From an optimization exercise on the open Yosys and OpenROAD flow, aimed at small area, a short achievable clock period and few clock cycles per item; shortcuts taken in it are not production practice. The RTL was checked by simulation tests, not by an equivalence proof against the original design. No activity file was given, so power comes from the tool's default toggle rates.

===== flow/run.sh =====
#!/bin/bash
# synth_recipe.tcl (not shown) runs the flow's synth.tcl, then flattens the netlist and writes it again
# the make line also repeats each setting of config.mk as NAME=value (left out here)
make -C /OpenROAD-flow-scripts/flow DESIGN_CONFIG=/design/flow/config.mk WORK_HOME=/design/flow/orfs CLKGATE_MAP_FILE= SYNTH_SCRIPT=/design/flow/synth_recipe.tcl finish

===== flow/config.mk =====
export PLATFORM = sky130hd
export DESIGN_NAME = ringRouter
export DESIGN_NICKNAME = ringRouter
export VERILOG_FILES = /design/flow/design.v
export SDC_FILE = /design/flow/constraint.sdc
export NUM_CORES = 4
export LEC_CHECK = 0
export CAP_MARGIN = 20
export CORE_MARGIN = 2
export CORE_UTILIZATION = 40
export SLEW_MARGIN = 20

===== flow/constraint.sdc =====
create_clock -name core_clock -period 4.0 [get_ports {clk}]
set_input_delay 0.8000 -clock core_clock [delete_from_list [all_inputs] [get_ports {clk}]]
set_output_delay 0.8000 -clock core_clock [all_outputs]
set_load 0.01 [all_outputs]

===== flow/design.v =====
`default_nettype none
package routerPkg;
    localparam int packetWidth = 64;
    localparam int hopLsb      = 48;     
    localparam int hopWidth    = 8;
    localparam int dirBit      = 62;     
    localparam int storeWidth  = packetWidth - 1;
    localparam int numChan = 3;
endpackage
`default_nettype wire
`default_nettype none
`timescale 1ns/1ps
import routerPkg::*;
module vcArbiter (
    input  logic clk,
    input  logic reset,
    input  logic req0,
    input  logic req1,
    input  logic served,         
    output logic grant0,
    output logic grant1
);
    logic favor1;
    always_comb begin
        grant0 = req0 & (~req1 | ~favor1);
        grant1 = req1 & (~req0 | favor1);
    end
    always_ff @(posedge clk) begin
        if (reset) begin
            favor1 <= 1'b0;
        end else if (req0 & req1 & served) begin
            favor1 <= ~favor1;
        end
    end
endmodule
`default_nettype wire
`default_nettype none
`timescale 1ns/1ps
import routerPkg::*;
module inputStage #(
    parameter bit isPe = 1'b0
) (
    input  logic                      clk,
    input  logic                      reset,
    input  logic [packetWidth:0]      linkIn,      
    output logic                      ready,
    input  logic [1:0]                drain,       
    output logic [1:0]                full,
    output logic [1:0]                route,
    output logic                      older1,      
    output logic [1:0][storeWidth-1:0] data
);
    logic                   send;
    logic [packetWidth-1:0] pkt;
    logic [storeWidth-1:0]  fwd;
    logic                   rt;
    logic                   acc;
    logic [1:0]             load;
    assign {send, pkt} = linkIn;
    assign fwd = {pkt[63:56], pkt[55:49], pkt[47:0]};
    assign rt  = isPe ? pkt[dirBit] : pkt[hopLsb];
    assign ready = ~(full[0] & full[1]);
    assign acc   = send & ready;
    assign load[0] = acc & ~full[0];
    assign load[1] = acc & full[0];
    always_ff @(posedge clk) begin
        if (reset) begin
            full <= 2'b00;
        end else begin
            for (int k = 0; k < 2; k++) begin
                if (load[k]) begin
                    full[k] <= 1'b1;
                end else if (drain[k]) begin
                    full[k] <= 1'b0;
                end
            end
        end
    end
    always_ff @(posedge clk) begin
        if (load[0]) begin
            older1 <= 1'b1;
        end else if (load[1]) begin
            older1 <= 1'b0;
        end
    end
    always_ff @(posedge clk) begin
        for (int k = 0; k < 2; k++) begin
            if (load[k]) begin
                data[k]  <= fwd;
                route[k] <= rt;
            end
        end
    end
endmodule
`default_nettype wire
`default_nettype none
`timescale 1ns/1ps
import routerPkg::*;
module switchAllocator (
    input  logic clk,
    input  logic reset,
    output logic polarity
);
    always_ff @(posedge clk) begin
        if (reset) begin
            polarity <= 1'b0;
        end else begin
            polarity <= ~polarity;
        end
    end
endmodule
`default_nettype wire
`default_nettype none
`timescale 1ns/1ps
import routerPkg::*;
module outputStage (
    input  logic                       clk,
    input  logic                       reset,
    input  logic [1:0]                 reqA,        
    input  logic                       olderA1,
    input  logic [1:0][storeWidth-1:0] dataA,
    input  logic [1:0]                 reqB,        
    input  logic                       olderB1,
    input  logic [1:0][storeWidth-1:0] dataB,
    input  logic                       outReady,
    output logic [packetWidth:0]       linkOut,     
    output logic [1:0]                 drainA,
    output logic [1:0]                 drainB
);
    logic [1:0] pickA, pickB;        
    logic       grantA, grantB;
    logic       anyReq;
    logic       sendNow;
    logic [storeWidth-1:0] outData;
    always_comb begin
        pickA[1] = reqA[1] & (~reqA[0] | olderA1);
        pickA[0] = reqA[0] & ~pickA[1];
        pickB[1] = reqB[1] & (~reqB[0] | olderB1);
        pickB[0] = reqB[0] & ~pickB[1];
    end
    assign anyReq  = |reqA | |reqB;
    assign sendNow = anyReq & outReady;
    vcArbiter arbiter_inst (
        .clk    (clk),
        .reset  (reset),
        .req0   (|reqA),
        .req1   (|reqB),
        .served (outReady),
        .grant0 (grantA),
        .grant1 (grantB)
    );
    always_comb begin
        outData = ({storeWidth{grantA & pickA[0]}} & dataA[0])
                | ({storeWidth{grantA & pickA[1]}} & dataA[1])
                | ({storeWidth{grantB & pickB[0]}} & dataB[0])
                | ({storeWidth{grantB & pickB[1]}} & dataB[1]);
        drainA = {2{grantA & outReady}} & pickA;
        drainB = {2{grantB & outReady}} & pickB;
    end
    assign linkOut = {sendNow, outData[62:55], 1'b0, outData[54:0]};
endmodule
`default_nettype wire
`default_nettype none
`timescale 1ns/1ps
import routerPkg::*;
module ringRouter (
    input  logic        clk,
    input  logic        reset,
    input  logic [64:0] cwIn,
    input  logic [64:0] ccwIn,
    input  logic [64:0] peIn,
    output logic        cwReady,
    output logic        ccwReady,
    output logic        peReady,
    output logic [64:0] cwOut,
    output logic [64:0] ccwOut,
    output logic [64:0] peOut,
    input  logic        cwOutReady,
    input  logic        ccwOutReady,
    input  logic        peOutReady,
    output logic        polarity
);
    logic [1:0]                 cwFull, ccwFull, peFull;
    logic [1:0]                 cwRoute, ccwRoute, peRoute;
    logic                       cwOlder1, ccwOlder1, peOlder1;
    logic [1:0][storeWidth-1:0] cwData, ccwData, peData;
    logic [1:0]                 cwDrainRing, cwDrainPe;      
    logic [1:0]                 ccwDrainRing, ccwDrainPe;
    logic [1:0]                 peDrainCw, peDrainCcw;
    switchAllocator polarity_inst (
        .clk      (clk),
        .reset    (reset),
        .polarity (polarity)
    );
    inputStage #(.isPe(1'b0)) cwIn_inst (
        .clk    (clk),
        .reset  (reset),
        .linkIn (cwIn),
        .ready  (cwReady),
        .drain  (cwDrainRing | cwDrainPe),
        .full   (cwFull),
        .route  (cwRoute),
        .older1 (cwOlder1),
        .data   (cwData)
    );
    inputStage #(.isPe(1'b0)) ccwIn_inst (
        .clk    (clk),
        .reset  (reset),
        .linkIn (ccwIn),
        .ready  (ccwReady),
        .drain  (ccwDrainRing | ccwDrainPe),
        .full   (ccwFull),
        .route  (ccwRoute),
        .older1 (ccwOlder1),
        .data   (ccwData)
    );
    inputStage #(.isPe(1'b1)) peIn_inst (
        .clk    (clk),
        .reset  (reset),
        .linkIn (peIn),
        .ready  (peReady),
        .drain  (peDrainCw | peDrainCcw),
        .full   (peFull),
        .route  (peRoute),
        .older1 (peOlder1),
        .data   (peData)
    );
    outputStage cwOut_inst (
        .clk      (clk),
        .reset    (reset),
        .reqA     (cwFull & cwRoute),
        .olderA1  (cwOlder1),
        .dataA    (cwData),
        .reqB     (peFull & ~peRoute),
        .olderB1  (peOlder1),
        .dataB    (peData),
        .outReady (cwOutReady),
        .linkOut  (cwOut),
        .drainA   (cwDrainRing),
        .drainB   (peDrainCw)
    );
    outputStage ccwOut_inst (
        .clk      (clk),
        .reset    (reset),
        .reqA     (ccwFull & ccwRoute),
        .olderA1  (ccwOlder1),
        .dataA    (ccwData),
        .reqB     (peFull & peRoute),
        .olderB1  (peOlder1),
        .dataB    (peData),
        .outReady (ccwOutReady),
        .linkOut  (ccwOut),
        .drainA   (ccwDrainRing),
        .drainB   (peDrainCcw)
    );
    outputStage peOut_inst (
        .clk      (clk),
        .reset    (reset),
        .reqA     (cwFull & ~cwRoute),
        .olderA1  (cwOlder1),
        .dataA    (cwData),
        .reqB     (ccwFull & ~ccwRoute),
        .olderB1  (ccwOlder1),
        .dataB    (ccwData),
        .outReady (peOutReady),
        .linkOut  (peOut),
        .drainA   (cwDrainPe),
        .drainB   (ccwDrainPe)
    );
endmodule
`default_nettype wire

==> summary.txt <==
- Wire length per cell: a little under 30 µm
- Slew HR: 0.5055
- # rows: 78
- Root Buffer: clkbuf_16
- Crit path required time: about 3.2 ns
- Core Region: ~45000 µm²
- Register area share after synthesis: 0.6460
- Routed Antenna Nets: 0
- Worst slew pin tran: 0.7401 ns
- Synthesis-to-finish area growth: 33.14%
- Fmax: 255.5 MHz
- Synth cell types: 51
- Setup TNS: 0 ns
- Crit path max fanout: 30
- First-pass GRT wire length: around 100 mm
- Clock-pin transition on the worst setup and hold timing paths: 0.06 ns
- Residual DRC count: 0
- Finish-stage setup viols: 0
- Reg2Reg Depth: 5
- Die area: 47120 µm²
- CP Capture Type: output pin
- Grt ovf: 0
- GRT Total Usage: 0.2841
- Initial antenna violation count: 9
- Post-synth EDFFs: 382
- Die Wd: 217.1 µm
- Mapped cell area: ~18000 µm²
- Starting Density: 0.4027
- Period minus WS final: 3.913 ns
- Pre-CTS setup slack: 0.6422 ns
- Leakage Power: 0.007726 µW
- Max-Cap Viols: 0
- Commonest non-fill, non-tap cell in the layout: clkdlybuf4s50_1
- Clock Path Buffers: 3
- H-tree levels: 2
- Die Y: 217.1 µm
- Hold path depth: 1
- Seq cells post-synth: between 300 and 400
- Worst hold path class: flip-flop to flip-flop
- Final Max Tran Viols: 0
- Syn_area_per_cell: 12.79 µm²
- Vias: around 15000
- Fin crit share: 0.9784
- Hold_buf cts: 0
- IO Port Bufs: 394
- CTS tree: built
- 1st-pass router iterations: 5
- Nets@finish: 1961
- DP HPWL: between 40 and 50 mm
- Later-pin clock latency in the skew report: 0.58 ns
- Ys Warns: 5
- Worst Setup SP: peIn_inst.data[61]$_DFFE_PP_
- RR Startpoint: peIn_inst.full[0]$_SDFFE_PP0P_
- Arr. time, crit path: 3.11 ns
- Clock Skews: ~0.012 ns
- Final hold violation count: 0
- Ys async rst share: 0
- Routability cong.: ~0.80
- # IOs: 399
- Initial DRC Count: 1532
- CTS buffer count: 44
- Vias in the first global route: 15400
- Sink Count: about 400
- Outcome: finished clean
- Largest net degree at the start of global routing: 67
- Synth Instances: roughly 1400
- Post-route setup slack: 0.08658 ns
- Commonest non-fill, non-tap cells in the layout: 394 x clkdlybuf4s50_1, 382 x edfxtp_1, 304 x nand3_1
- PwrDens: 429.2 nW/µm²
- Fillcell total: 3872
- Share of cells above drive strength 1: 0.07538
- WL final: 69.17 mm
- Post-DR vias/cell: 6.328
- Kind of critical path: flip-flop to output pin
- Most used flip-flop cell after synthesis: edfxtp_1
- RSZ-0062 raised after global routing: false
- Startpoint Class: flip-flop
- Worst IR drop on VDD: approximately 0.00032 V
- Hold Startpoint: polarity_inst.polarity$_SDFF_PP0_
cell type report:
class	instances	area [µm²]	share of cell area
clock inverters	16	107.6	0.004451
repair buffers	446	4576	0.1893
clock buffers	60	1192	0.04932
flip-flops and latches	395	11730	0.4853
well taps	600	750.7	0.03105
inverters	9	36.28	0.001501
diodes	7	17.52	0.0007246
multi-input cells	865	5764	0.2384
synthesized netlist by cell type, drive strengths merged (2+ instances only):
master | number | area share
nor3b | 2 | 0.0014
o41a | 2 | 0.0012
o21ai | 18 | 0.0050
o211ai | 65 | 0.027
nor3 | 2 | 0.0011
clkbuf | 73 | 0.015
buf | 80 | 0.026
nor2b | 9 | 0.0039
nand2 | 23 | 0.0048
a2111oi | 2 | 0.00096
nand3 | 305 | 0.084
a32o | 2 | 0.0011
xor2 | 2 | 0.00096
o21a | 2 | 0.0012
inv | 9 | 0.0019
a211oi | 2 | 0.0015
and2 | 22 | 0.0077
nor4b | 2 | 0.00096
a21oi | 180 | 0.050
nand4b | 3 | 0.0014
a221o | 187 | 0.10
nand3b | 4 | 0.0017
nor2 | 9 | 0.0019
nand2b | 4 | 0.0014
and3 | 2 | 0.00069
edfxtp | 382 | 0.63
o221ai | 2 | 0.00096
dfxtp | 13 | 0.014
registers in the layout, indices dropped and copies added (netlist names), 2 cells and up:
signal,count
ccwIn_inst.route,2
ccwIn_inst.data,126
cwIn_inst.full,2
cwIn_inst.route,2
peIn_inst.data,126
peIn_inst.full,2
ccwIn_inst.full,2
cwIn_inst.data,126
worst max-delay path, cell delays in order, from the launching register on:
cell and delay [ns]:
edfxtp_1 0.49, and2_1 0.29, a221oi_4 0.37, buf_4 0.47, and2_1 0.19, a221o_1 0.10
clkdlybuf4s50_1 0.60
power by group:
part / switching (µW) / total (µW) / internal [µW]
registers: 121 / 4940 / 4810
logic: 860 / 1640 / 779
clock network: 1660 / 3800 / 2140
layer usage:
metal  vias up  track usage  wire length [µm]
met5         -            0                52
met1      7668       0.3626             26980
met4         8       0.1021              1892
li1       6506            -                 -
met3       117      0.06010              6241
met2       876       0.4782             34000
final timing paths:
check	endpoint	slack (ns)
worst max register to register	cwIn_inst.full[0]$_SDFFE_PP0P_	1.99
worst min register to register	polarity_inst.polarity$_SDFF_PP0_	0.41
worst max-delay path	ccwOut[17]	0.09
worst min-delay path	polarity_inst.polarity$_SDFF_PP0_	0.41
cells by family (layout without fill, tap and decap cells):
| kind of cell | count (synthesis) | after routing | share of synthesized area |
|---|---|---|---|
| buffers and inverters | 162 | 531 | 0.04306 |
| xor gates and xnor gates | 3 | 3 | 0.001447 |
| and+or+nand+nor | 390 | 390 | 0.1124 |
| AOI/OAI and AO/OA | 469 | 469 | 0.1969 |
| DFF | 395 | 395 | 0.6460 |
| other | 1 | 10 | 0.0002065 |
metrics by stage:
stage	hold slack [ns]	area, µm²	cells	util	power (µW)
after floorplan	0.4426	18180	1422	-	5698
after global placement	0.3999	22850	2315	0.5067	6616
after detailed placement	0.4052	22850	2315	0.5067	6642
after CTS	0.4133	24150	2391	0.5355	10400
after global routing	0.4315	24170	2396	0.5361	10650
final	0.4136	24180	2398	0.5362	10380
timing repair:
| item | in CTS | in global routing |
|---|---|---|
| endpoints found under the setup margin | 0 | 39 |
| hold endpoints to repair | 0 | 0 |
| gates resized for setup | 0 | 2 |
| buffers inserted | 0 | 0 |
Testbench counts, summed over its fixed seeds: cycles 5,510, items 9,600.

## afterwards: timing with drivers on the ports
In the flow no input, the clock included, has a driving cell. The finished layout below was timed again as built, in two steps. Step 1 (the two cells are an assumption about what drives the block):
set clk [get_ports {clk}]
set_driving_cell -lib_cell sky130_fd_sc_hd__clkbuf_16 $clk
set_driving_cell -lib_cell sky130_fd_sc_hd__buf_2 [delete_from_list [all_inputs] $clk]
Step 2, shift: input delay + t, output delay - t, t = (earliest + latest rising clock arrival at the registers) / 2. This alone moves slack from input paths to output paths. Slacks: no drivers / after step 1 / after step 2; pairs: no drivers / after step 1.
shift t [ns]: 0.629
setup WS [ns]: 0.087 / 0.031 / 0.660
worst register clock-pin slew, ns: 0.06 / 0.06
worst slew at a driven data input, ns: 0.13
pins driven straight from the clock port: 1
After both steps this run still meets setup and hold. The setup slack of this run moves by -0.056 ns with the drivers and by +0.573 ns with both steps.
